Source: an optimization exercise on an open RTL-to-GDS flow (aim: small area, a short achievable clock period and few clock cycles). Production flows keep margins and buffers that such runs may drop.
In this exercise RTL edits were held to simulation tests only and were not proved equivalent to the original.
In every run shown here, the design's own scripts or RTL, not TritonCTS, make the clock network.
The clock port is modelled as an ideal driver, which makes a skipped or thinned clock tree look cheaper than it is; a real chip needs a root buffer or a tree.
No activity file was given, so power comes from the tool's default toggle rates.

==> flow/design.v <==
package pkt_loopback_pkg;
    typedef struct packed {
        logic                sop;
        logic                eop;
        logic [3-1:0] empty;
        logic [64-1:0]  data;
    } beat_t;
    typedef logic [$clog2(16 + 1)-1:0] beat_idx_t;
    typedef enum logic [1:0] {
        st_idle,
        st_load,
        st_send,
        st_done
    } tx_state_e;
endpackage
`timescale 1ns/1ns
module pkt_loopback_top (
    input  logic  rd_clk,
    input  logic  rd_rst_n,
    input  logic  link_up,
    input  logic  rx_valid,
    input  pkt_loopback_pkg::beat_t rx_beat,
    output logic  tx_valid,
    output pkt_loopback_pkg::beat_t tx_beat,
    input  logic  tx_ready
);
    localparam int N  = 16;          
    localparam int W  = 64 + 3 + 1;   
    localparam int P  = 4;           
    localparam int PW = 64 / P;
    logic [W-1:0] slot [N];
    logic [P-1:1] carry;             
    logic [N-1:0] v;                 
    logic [N-1:0] move;              
    logic         pop;
    logic         tv;                
    logic         next_sop;          
    logic         out_sop;
    assign pop = tv && tx_ready;
    logic [N-1:1] room;              
    logic [N:0]   empty_from;        
    logic [N-1:0] gap_at;            
    logic [N-1:0] two_from;          
    logic [N-1:0] v_stay;            
    logic [N-1:0] v_shift;           
    logic [N-1:0] v_nxt;
    logic [N-1:1] room_nxt;
    always_comb begin
        empty_from[N] = 1'b0;
        for (int i = 0; i < N; i++) begin
            empty_from[i] = !v[i] || ((i < N - 1) ? room[(i < N - 1) ? i + 1 : 1] : 1'b0);
        end
        for (int i = 0; i < N; i++) begin
            gap_at[i] = !v[i] && empty_from[i+1];
        end
        two_from[N-1] = 1'b0;
        for (int i = N - 2; i >= 0; i--) begin
            two_from[i] = two_from[i+1] || gap_at[i];
        end
        move[0] = rx_valid;
        for (int i = 1; i < N; i++) begin
            move[i] = room[i] || (v[i-1] && pop);
        end
        v_stay[0]  = rx_valid || (v[0] && !empty_from[1]);
        v_shift[0] = rx_valid;
        for (int i = 1; i < N; i++) begin
            v_stay[i]  = room[i] || (v[i] && !empty_from[i+1]);
            v_shift[i] = v[i-1];
        end
        v_nxt = pop ? v_shift : v_stay;
        room_nxt[1] = rx_valid && (two_from[0] || (pop && v[N-1] && empty_from[0]));
        for (int i = 2; i < N; i++) begin
            room_nxt[i] = v[i-2] && (two_from[i-1] || (pop && v[N-1] && empty_from[i-1]));
        end
    end
    logic         skip;
    logic [N-1:0] v_fin;
    logic [N-1:1] room_fin;
    always_comb begin
        skip  = v[N-3] && !v[N-2] && (pop || !v[N-1]);
        v_fin = v_nxt;
        v_fin[N-1] = v_nxt[N-1] || skip;
        v_fin[N-2] = v_nxt[N-2] && !skip;
        room_fin = room_nxt;
        room_fin[N-1] = room_nxt[N-1] && !skip;
    end
    logic [W-1:0] step [P];
    logic [P-1:0] cout;
    always_comb begin
        for (int i = 0; i < P; i++) begin
            logic         cin;
            logic [PW-1:0] part;
            cin     = (i == 0) ? 1'b1 : carry[i == 0 ? 1 : i];
            part    = slot[i][i*PW +: PW];
            step[i] = slot[i];
            step[i][i*PW +: PW] = part + PW'(cin);
            cout[i] = cin && (&part);
        end
    end
    always_ff @(posedge rd_clk) begin
        if (move[0]) begin
            slot[0] <= {rx_beat.eop,
                        rx_beat.empty & {3{rx_beat.eop}},
                        rx_beat.data};
        end
        for (int i = 1; i <= P; i++) begin
            if (move[i]) begin
                slot[i] <= step[i-1];
            end
        end
        for (int i = 1; i < P; i++) begin
            if (move[i]) begin
                carry[i] <= cout[i-1];
            end
        end
        for (int i = P + 1; i < N - 1; i++) begin
            if (move[i]) begin
                slot[i] <= slot[i-1];
            end
        end
    end
    logic keep_top;
    assign keep_top = v[N-1] && !pop;
    always_ff @(posedge rd_clk) begin
        slot[N-1] <= (slot[N-2] & {W{move[N-1]}}) | (slot[N-3] & {W{skip}}) |
                     (slot[N-1] & {W{keep_top}});
        out_sop   <= (next_sop & (move[N-1] || skip)) | (out_sop & keep_top);
    end
    always_ff @(posedge rd_clk or negedge rd_rst_n) begin
        if (!rd_rst_n) begin
            v        <= '0;
            room     <= '0;
            tv       <= 1'b0;
            next_sop <= 1'b1;
        end else begin
            v        <= v_fin;
            room     <= room_fin;
            if (move[N-1]) begin
                next_sop <= slot[N-2][W-1];
            end
            if (skip) begin
                next_sop <= slot[N-3][W-1];
            end
            tv       <= v_fin[N-1] && link_up;
        end
    end
    always_ff @(posedge rd_clk) begin
        tx_valid <= v_fin[N-1] && link_up;
    end
    assign tx_beat = {out_sop, slot[N-1]};
endmodule
==> flow/flow/run.sh <==
#!/bin/bash
# The standard layout with two changes: the port buffers are buf_2 cells
# rather than the delay buffer that buffer_ports picks by default (every port
# still gets its own buffer), and the clock tree is built by cts_tree.tcl, a
# balanced two-level tree, in place of TritonCTS's three-level one. The make
# output goes to standard_flow.log here; ORFS keeps each step's log under
# orfs/logs. Timing repair fixes fanout with buffers rather than by cloning
# gates.
set -euo pipefail
here=$(pwd)
bash standard.sh BUFFER_PORTS_ARGS="-buffer_cell sky130_fd_sc_hd__buf_2" \
  PRE_CTS_TCL="$here/flow/cts_tree.tcl" SKIP_GATE_CLONING=1 finish > standard_flow.log 2>&1
==> flow/flow/cts_tree.tcl <==
# Clock tree built here in place of TritonCTS, sourced by ORFS's cts.tcl as
# its PRE_CTS_TCL hook. It replaces the clock_tree_synthesis command with one
# that builds a two-level tree: the clock port drives four root buffers, one
# per quadrant of the sinks, and each root drives the leaf buffers of its
# quadrant; each leaf buffer drives a compact group of about two dozen
# flip-flops. Every flip-flop sits behind the same two buffer levels, so the
# tree is balanced by construction. cts.tcl then legalizes the new buffers and
# runs its usual timing repair.

proc my_tree_build { args } {
  set block [ord::get_db_block]
  set db [ord::get_db]
  set buf_master [$db findMaster sky130_fd_sc_hd__clkbuf_16]
  set clk_net [$block findNet rd_clk]

  # Sinks: every instance pin on the clock net
  set sinks {}
  foreach it [$clk_net getITerms] {
    set inst [$it getInst]
    set box [$inst getBBox]
    set x [expr { ([$box xMin] + [$box xMax]) / 2 }]
    set y [expr { ([$box yMin] + [$box yMax]) / 2 }]
    lappend sinks [list $x $y $it]
  }
  set n [llength $sinks]
  set ncol 8
  set nrow 6
  puts "my_tree: $n sinks, $ncol x $nrow leaf groups"

  # Columns of equal size by x, then rows of equal size by y in each column
  set sinks [lsort -integer -index 0 $sinks]
  set leaves {}
  for { set c 0 } { $c < $ncol } { incr c } {
    set lo [expr { $c * $n / $ncol }]
    set hi [expr { ($c + 1) * $n / $ncol - 1 }]
    set col [lsort -integer -index 1 [lrange $sinks $lo $hi]]
    set m [llength $col]
    for { set r 0 } { $r < $nrow } { incr r } {
      set rlo [expr { $r * $m / $nrow }]
      set rhi [expr { ($r + 1) * $m / $nrow - 1 }]
      lappend leaves [list $c $r [lrange $col $rlo $rhi]]
    }
  }

  # Root nets, one per quadrant
  set roots {}
  for { set q 0 } { $q < 4 } { incr q } {
    set rnet [odb::dbNet_create $block "my_clk_root_$q"]
    $rnet setSigType CLOCK
    set rinst [odb::dbInst_create $block $buf_master "my_clk_rootbuf_$q"]
    [$rinst findITerm A] connect $clk_net
    [$rinst findITerm X] connect $rnet
    lappend roots [list $rinst $rnet]
    set rsum($q) {0 0 0}
  }

  set k 0
  foreach leaf $leaves {
    lassign $leaf c r group
    set q [expr { ($c >= $ncol / 2 ? 1 : 0) + ($r >= $nrow / 2 ? 2 : 0) }]
    set lnet [odb::dbNet_create $block "my_clk_leaf_$k"]
    $lnet setSigType CLOCK
    set linst [odb::dbInst_create $block $buf_master "my_clk_leafbuf_$k"]
    set sx 0
    set sy 0
    foreach s $group {
      lassign $s x y it
      $it disconnect
      $it connect $lnet
      incr sx $x
      incr sy $y
    }
    set g [llength $group]
    set lx [expr { $sx / $g }]
    set ly [expr { $sy / $g }]
    $linst setLocation $lx $ly
    $linst setPlacementStatus PLACED
    [$linst findITerm A] connect [lindex [lindex $roots $q] 1]
    [$linst findITerm X] connect $lnet
    lassign $rsum($q) ax ay an
    set rsum($q) [list [expr { $ax + $lx }] [expr { $ay + $ly }] [expr { $an + 1 }]]
    incr k
  }
  for { set q 0 } { $q < 4 } { incr q } {
    lassign $rsum($q) ax ay an
    set rinst [lindex [lindex $roots $q] 0]
    $rinst setLocation [expr { $ax / $an }] [expr { $ay / $an }]
    $rinst setPlacementStatus PLACED
  }
  global_connect
  puts "my_tree: [llength $leaves] leaf buffers, 4 root buffers"
}

rename clock_tree_synthesis my_orig_clock_tree_synthesis
proc clock_tree_synthesis { args } {
  my_tree_build
}
==> flow/standard.sh <==
#!/bin/bash
# synth_recipe.tcl (not shown) runs the flow's synth.tcl, then flattens the netlist and writes it again
# the make line also repeats each setting of config.mk as NAME=value (left out here)
make -C /OpenROAD-flow-scripts/flow DESIGN_CONFIG=/design/flow/config.mk WORK_HOME=/design/flow/orfs CLKGATE_MAP_FILE= SYNTH_SCRIPT=/design/flow/synth_recipe.tcl "${@:-finish}"
==> flow/config.mk <==
export PLATFORM = sky130hd
export DESIGN_NAME = pkt_loopback_top
export DESIGN_NICKNAME = pkt_loopback_top
export VERILOG_FILES = /design/flow/design.v
export SDC_FILE = /design/flow/constraint.sdc
export NUM_CORES = 4
export LEC_CHECK = 0
export CAP_MARGIN = 20
export CORE_MARGIN = 2
export CORE_UTILIZATION = 65
export SETUP_SLACK_MARGIN = 3.05
export SLEW_MARGIN = 20
==> flow/constraint.sdc <==
create_clock -name core_clock -period 5.0 [get_ports {rd_clk}]
set_input_delay 1.0000 -clock core_clock [delete_from_list [all_inputs] [get_ports {rd_clk}]]
set_output_delay 1.0000 -clock core_clock [all_outputs]
set_load 0.01 [all_outputs]
==> flow_summary.toml, run 1 <==
[logic_synthesis]
ys_seq_area_share_pct = 91.6
synth_area_leader_cell = "edfxtp_1"
yosys_register_bits = 1126
synthArstFlopShare_pct = 2.93
ys.flop_type = "edfxtp_1"
ys_top_cells_by_count = "edfxtp_1, inv_1, dfxtp_1, a222oi_1, nand2_1"
synth_most_common_cell = "edfxtp_1"
syn_area_per_cell_sq_um = 22.3
synth_area_leaders = "edfxtp_1, dfxtp_1, dfrtp_1, a222oi_1, xnor2_1"
syn-cell-area_sq_um = 36000
synth_edf_count = 1023
synth.distinct_cells = 44
synth_cells = 1611
syn-num-nets = 1692
synth_top_area_share_pct = 85.4
yosysWarnings = 3

[cts]
holdBufCountCts = 0
clock_latency_ns = 0.43
clk_pin_slew_ns = 0.10

[setup_path]
worstPathCellList = "buf_8 > and2_4 > buf_6 > buf_12 > nand2_2 > nand2b_4 > buf_4 > buf_12"
cpMostUsedCell = "buf_12"
crit_family = "buffers and inverters"
reg2reg_depth = 7
endpoint_kind = "register"
max_stage_delay_ns = 0.19
worstPathArrival_ns = 2.11
cp_max_fo = 34
required_ns = 5.12
crit_path_top_delay_cell = "buf_12"
path_depth = 8
startpoint_type = "primary input"
cp_num_buf_inv = 5
critical_path_class = "in2reg"

[timing]
timing.final.crit_share_pct = 39.9
max_slew_margin_pct = 40.4
period_needed_ns = 1.99
tightest_slew_ns = 0.893
setup_tns_ns = 0
hold_violations = 0
slew_violations = 0
setup-violations-final = 0
clock.fmax_mhz = 502
rsz0062_at_grt = "true"
fin_worst_skew_ns = 0.0170

[global_routing]
antenna_found_initial = 0
grtUsageTotal_pct = 18.9
first_global_vias = 14100
grt-ovfl-total = 0
grt_max_degree = 71
grt_pass1_wl_microns = 81400

[routing]
initialDrtViolationCount = 1076
wl_per_cell_microns = 20.0
viasPerCell = 5.33
vias = 14200
drc = 0
drtPass1Iterations = 7
ant_nets = 0
wl_microns = 53200

[floorplanning]
dieWidth_microns = 239
fp.dieH_microns = 239
io_pins = 144
start_util_pct = 65.6
die-area_sq_um = 57300
fp.coreArea_sq_um = 54900
num_rows = 86

[outcome]
status = "complete, no violations"

[pwr]
p_leak_nw = 15.4
p_per_area_nw_per_um2 = 647
peakVddDrop_v = 0.000383

[placement]
gp_congestion = 0.729
placed_area_sq_um = 37600
dp_hpwl_microns = 22700
port_buffers = 142

[final_layout]
antennaDiodeCount = 0
design_area_sq_um = 42000
nets = 2034
area_growth_pct = 16.6
fillers = 2908
drive_gt1_share_pct = 22.3

[flow_run]
maxCapViolations = 0

[min_path]
min_path_cells = 0
hold_class = "reg2reg"
==> sequential cells by signal, indices dropped and copies added, names as in the netlist <==
register  cells
slot       1088
v            16
room         15
carry         3
next_sop      1
out_sop       1
tv            1
tx_valid      1
==> power breakdown <==
group / total [mW] / internal, mW / switching (mW)
logic: 5.65 / 2.63 / 3.02
registers: 17.3 / 15.8 / 1.41
clock network: 4.26 / 1.85 / 2.41
total: 27.2 / 20.3 / 6.84
==> final timing paths <==
check                                 start           end  slack, ns
worst max-delay path               tx_ready   slot[3][25]       3.01
worst min-delay path            slot[9][17]  slot[10][17]       0.40
worst max register to register           tv   slot[3][25]       3.10
min in group asynchronous          rd_rst_n          v[3]       0.69
worst min register to register  slot[9][17]  slot[10][17]       0.40
max in group asynchronous          rd_rst_n         v[13]       3.69
==> kinds of logic (layout without fill, tap and decap cells) <==
| logic type | after synthesis | in the layout | synth area share, % |
|---|---|---|---|
| flip-flops | 1126 | 1126 | 91.6 |
| AND/OR/NAND/NOR | 174 | 174 | 2.55 |
| AO/OA/AOI/OAI | 133 | 133 | 3.01 |
| buffers and inverters | 114 | 454 | 1.22 |
| XOR/XNOR | 56 | 56 | 1.38 |
| adder cells (fa/ha/maj) | 7 | 7 | 0.243 |
| multiplexers | 1 | 1 | 0.0278 |
==> layout by cell type (no fill, tap or decap), types with 4 or more instances in the layout <==
cell       netlist  routed
nand3_1         24      24
o21ai_0         19      17
nor2_1          23      21
buf_6            0       6
edfxtp_1      1023    1023
xnor2_1         37      37
nand2_4          0      12
nor2b_1         13      13
buf_8            0      12
xor2_1          18      18
a211oi_1         5       4
nand4_1         13      13
buf_2            7     140
a31oi_1          8       8
dfxtp_2          0      20
dfrtp_1         32      31
dfxtp_1         70      50
inv_1           83      83
buf_12           0     116
nand2b_4         0      13
nand2_1         40      25
ha_1             7       7
a222oi_1        67      67
and4_1           6       6
buf_4            1      44
and2_1          11      10
nor4_1           5       4
and3_1           9       8
a21oi_1         14      14
clkbuf_16        0      52
nor3_1          10      10
==> metal layers <==
layer,vias up,global-route usage (%),wire length [microns]
met5,-,0,0
met4,0,9.28,2970
met3,94,2.14,2400
met2,411,35.0,28600
met1,6723,22.0,19200
li1,6929,-,-
==> area by class of cell <==
type                    instances  area (sq um)  area share [%]
multi-input cells             371          2870            6.83
repair buffers                319          3630            8.65
plain buffers                  52          1300            3.10
well taps                     704           881            2.10
flip-flops and latches       1126         33000            78.6
inverters                      83           312           0.742
==> stage by stage <==
stage          hold slack [ns]  setup slack [ns]  util (%)  power, mW  cells
4_1_cts                  0.405              2.65      76.3       26.3   2651
5_1_grt                  0.412              2.97      76.5       28.4   2655
2_1_floorplan            0.400              2.66         -       19.0   1611
3_5_place_dp             0.405              1.97      68.6       20.2   2430
6_report                 0.405              3.01      76.5       27.2   2655
3_3_place_gp             0.404              2.06      68.6       19.9   2430
==> timing repair <==
action                      CTS  global route
gates resized for setup     160            30
buffers inserted            169             4
setup endpoints to repair  1084           247
pin swaps                    15             9
Testbench counts, summed over its fixed seeds: cycles 4,821.
==> run 2: changes to the inputs <==
--- a/flow/flow/run.sh
+++ b/flow/flow/run.sh
@@ -7,3 +7,3 @@
 # orfs/logs. Timing repair fixes fanout with buffers rather than by cloning
-# gates.
+# gates, and may resize cells across footprints.
 set -euo pipefail
@@ -11,2 +11,2 @@
 bash standard.sh BUFFER_PORTS_ARGS="-buffer_cell sky130_fd_sc_hd__buf_2" \
-  PRE_CTS_TCL="$here/flow/cts_tree.tcl" SKIP_GATE_CLONING=1 finish > standard_flow.log 2>&1
+  PRE_CTS_TCL="$here/flow/cts_tree.tcl" SKIP_GATE_CLONING=1 MATCH_CELL_FOOTPRINT=0 finish > standard_flow.log 2>&1
--- a/flow/flow/cts_tree.tcl
+++ b/flow/flow/cts_tree.tcl
@@ -4,5 +4,5 @@
 # per quadrant of the sinks, and each root drives the leaf buffers of its
-# quadrant; each leaf buffer drives a compact group of about two dozen
-# flip-flops. Every flip-flop sits behind the same two buffer levels, so the
-# tree is balanced by construction. cts.tcl then legalizes the new buffers and
+# quadrant; each leaf buffer, a clkbuf_4, drives a compact group of nine or
+# ten flip-flops. Every flip-flop sits behind the same two buffer levels,
+# so the tree is balanced by construction. cts.tcl then legalizes the new buffers and
 # runs its usual timing repair.
@@ -13,2 +13,3 @@
   set buf_master [$db findMaster sky130_fd_sc_hd__clkbuf_16]
+  set leaf_master [$db findMaster sky130_fd_sc_hd__clkbuf_4]
   set clk_net [$block findNet rd_clk]
@@ -25,4 +26,4 @@
   set n [llength $sinks]
-  set ncol 8
-  set nrow 6
+  set ncol 12
+  set nrow 10
   puts "my_tree: $n sinks, $ncol x $nrow leaf groups"
@@ -62,3 +63,3 @@
     $lnet setSigType CLOCK
-    set linst [odb::dbInst_create $block $buf_master "my_clk_leafbuf_$k"]
+    set linst [odb::dbInst_create $block $leaf_master "my_clk_leafbuf_$k"]
     set sx 0
==> flow_summary.toml, run 2 <==
[timing]
rsz0062_at_grt = "true"
hold_violations = 0
setup_tns_ns = 0
slew_violations = 0
period_needed_ns = 1.91
clock.fmax_mhz = 525
max_slew_margin_pct = 46.8
timing.final.crit_share_pct = 38.1
fin_worst_skew_ns = 0.0198
tightest_slew_ns = 0.799
setup-violations-final = 0
setup_ws_ns = 3.09

[logic_synthesis]
synth_most_common_cell = "edfxtp_1"
yosys_register_bits = 1126
synth_top_area_share_pct = 85.4
synth.distinct_cells = 44
syn-cell-area_sq_um = 36000
ys_seq_area_share_pct = 91.6
synth_area_leaders = "edfxtp_1, dfxtp_1, dfrtp_1, a222oi_1, xnor2_1"
ys_top_cells_by_count = "edfxtp_1, inv_1, dfxtp_1, a222oi_1, nand2_1"
syn_area_per_cell_sq_um = 22.3
syn-num-nets = 1692
synth_cells = 1611
synth_edf_count = 1023
yosysWarnings = 3
ys.flop_type = "edfxtp_1"
synth_area_leader_cell = "edfxtp_1"
synthArstFlopShare_pct = 2.93

[pwr]
p_per_area_nw_per_um2 = 616
intPower_mw = 18.8
clkPwrFrac_pct = 14.6
power_frac_comb_pct = 16.6
peakVddDrop_v = 0.000330
p_leak_nw = 14.6
swShare_pct = 24.5
switching_power_mw = 6.11
seqPwrFrac_pct = 68.7

[floorplanning]
io_pins = 144
fp.coreArea_sq_um = 54900
dieWidth_microns = 239
num_rows = 86
fp.dieH_microns = 239
die-area_sq_um = 57300
start_util_pct = 65.6

[setup_path]
critical_path_class = "reg2out"
cp_num_buf_inv = 1
startpoint_type = "register"
cp-startpoint = "slot[15][64]"
path_depth = 1
crit_path_top_delay_cell = "dfxtp_2"
worstPathArrival_ns = 0.91
endpoint_kind = "output port"
required_ns = 4.00
reg2reg_slack_ns = 3.14
worstPathCellList = "buf_2"
reg2reg_depth = 4
max_stage_delay_ns = 0.35
cp_max_fo = 2
r2r_start = "v[9]"
cp-endpoint = "tx_beat[64]"
critical_path.reg2reg.endpoint = "room[1]"
crit_family = "flip-flops"

[final_layout]
regMostFlops = "slot"
seq_area_sq_um = 33000
top_regs = "slot (1088), v (16), room (15)"
largest_reg_flops = 1088
layout_common_cells = "edfxtp_1, clkbuf_4, buf_2"
nets = 2013
area_growth_pct = 12.3
antennaDiodeCount = 0
multi_input_area_sq_um = 2830
instances_no_fill = 2634
layout_commonest_cell = "edfxtp_1"
drive_gt1_share_pct = 23.4
fillers = 3156

[min_path]
hold_class = "reg2reg"
min_path_cells = 0
min-delay-start = "slot[3][31]"

[cts]
holdBufCountCts = 0
clock_latency_ns = 0.43
clk_pin_slew_ns = 0.10

[global_routing]
grt-ovfl-total = 0
gr-usage-met3_pct = 2.55
grt_pass1_wl_microns = 71100
grt_max_degree = 39
grtUsageTotal_pct = 15.8
grtUsageMet2_pct = 27.7
first_global_vias = 13600
antenna_found_initial = 0
top_usage_layer = "met2"
grtUsageMet1_pct = 20.8

[flow_run]
maxCapViolations = 0

[routing]
wl_per_cell_microns = 16.6
drtPass1Iterations = 8
ant_nets = 0
drc = 0
viasPerCell = 5.19
initialDrtViolationCount = 788
vias = 13700
wl_microns = 43800

[placement]
gp_congestion = 0.717
pre_cts_ws_ns = 1.95
dp_cells = 2430
port_buffers = 142
dp_hpwl_microns = 22400

[outcome]
status = "complete, no violations"
-- run 2: cell counts after synthesis --
Identical to the previous run, type by type.
-- run 2: worst min-delay path by stage --
| stage | end |
|---|---|
| finish | slot[4][31] |
| global route | slot[4][9] |
| CTS | slot[10][25] |
| detailed placement | slot[10][25] |
| global placement | slot[13][46] |
| floorplan | slot[10][0] |
-- run 2: area by class of cell --
type                            instances  share of cell area, %
Timing Repair Buffer                  226                   5.83
Buffer                                124                   2.48
Multi-Input combinational cell        371                   7.00
Tap cell                              704                   2.18
Sequential cell                      1126                   81.7
Inverter                               83                  0.771
-- run 2: routing by layer --
metal  part of all wire, %  vias up
li1                      -     6906
met1                    40     6306
met2                    52      375
met3                   5.5       88
met4                   2.2        0
met5                     0        -
-- run 2: power groups by stage --
stage | Clock, mW | Sequential, mW | Combinational, mW
after global placement | 0 | 17.2 | 2.70
final | 3.64 | 17.1 | 4.14
after global routing | 4.15 | 17.6 | 4.55
after detailed placement | 0 | 17.4 | 2.82
after floorplan | 0 | 16.9 | 2.02
after CTS | 2.81 | 17.3 | 4.10
-- run 2: kinds of logic (layout without fill, tap and decap cells) --
logic type,count (synthesis),after routing,share of synthesized area [%]
AO/OA/AOI/OAI,133,133,3.01
XOR/XNOR,56,56,1.38
adder cells (fa/ha/maj),7,7,0.243
buffers and inverters,114,433,1.22
flip-flops,1126,1126,91.6
multiplexers,1,1,0.0278
AND/OR/NAND/NOR,174,174,2.55
-- run 2: stage by stage --
step | hold WS (ns) | power (mW) | util, % | instance area, sq um
2_1_floorplan | 0.400 | 19.0 | - | 36200
3_3_place_gp | 0.405 | 19.9 | 68.6 | 37600
3_5_place_dp | 0.405 | 20.2 | 68.6 | 37600
4_1_cts | 0.405 | 24.2 | 73.1 | 40100
5_1_grt | 0.411 | 26.3 | 73.6 | 40400
6_report | 0.408 | 24.9 | 73.6 | 40400
-- run 2: repair_timing --
item / 4_1_cts / 5_1_grt
gates cloned: 0 / 0
endpoints found under the hold margin: 0 / 0
setup endpoints to repair: 1083 / 71
pin swaps: 13 / 0
setup buffers: 77 / 3
gates resized for setup: 64 / 98

-- what the ideal ports hide --
No port has a modelled driver above. Below, the same layouts with a new extraction and two added sets of constraints.
Step 1: set_driving_cell puts a clkbuf_16 on rd_clk and a buf_2 on each other input, an assumption about the parent block.
Step 2 times the ports against the registers' clock, not the clock port: input delays grow and output delays shrink by t, the midpoint of the rising clock arrivals with the driver on.
Three values: ideal, step 1, step 2; two values: the first two.
run	t, ns	setup slack, ns	worst register clock-pin slew, ns
run 1	0.537	3.006 / 2.959 / 2.524	0.10 / 0.10
run 2	0.542	3.094 / 2.979 / 2.637	0.10 / 0.10
After both steps every run listed still meets setup and hold. For run 1, which loses most, drivers alone change the setup slack by -0.047 ns; drivers and shift together by -0.482 ns.
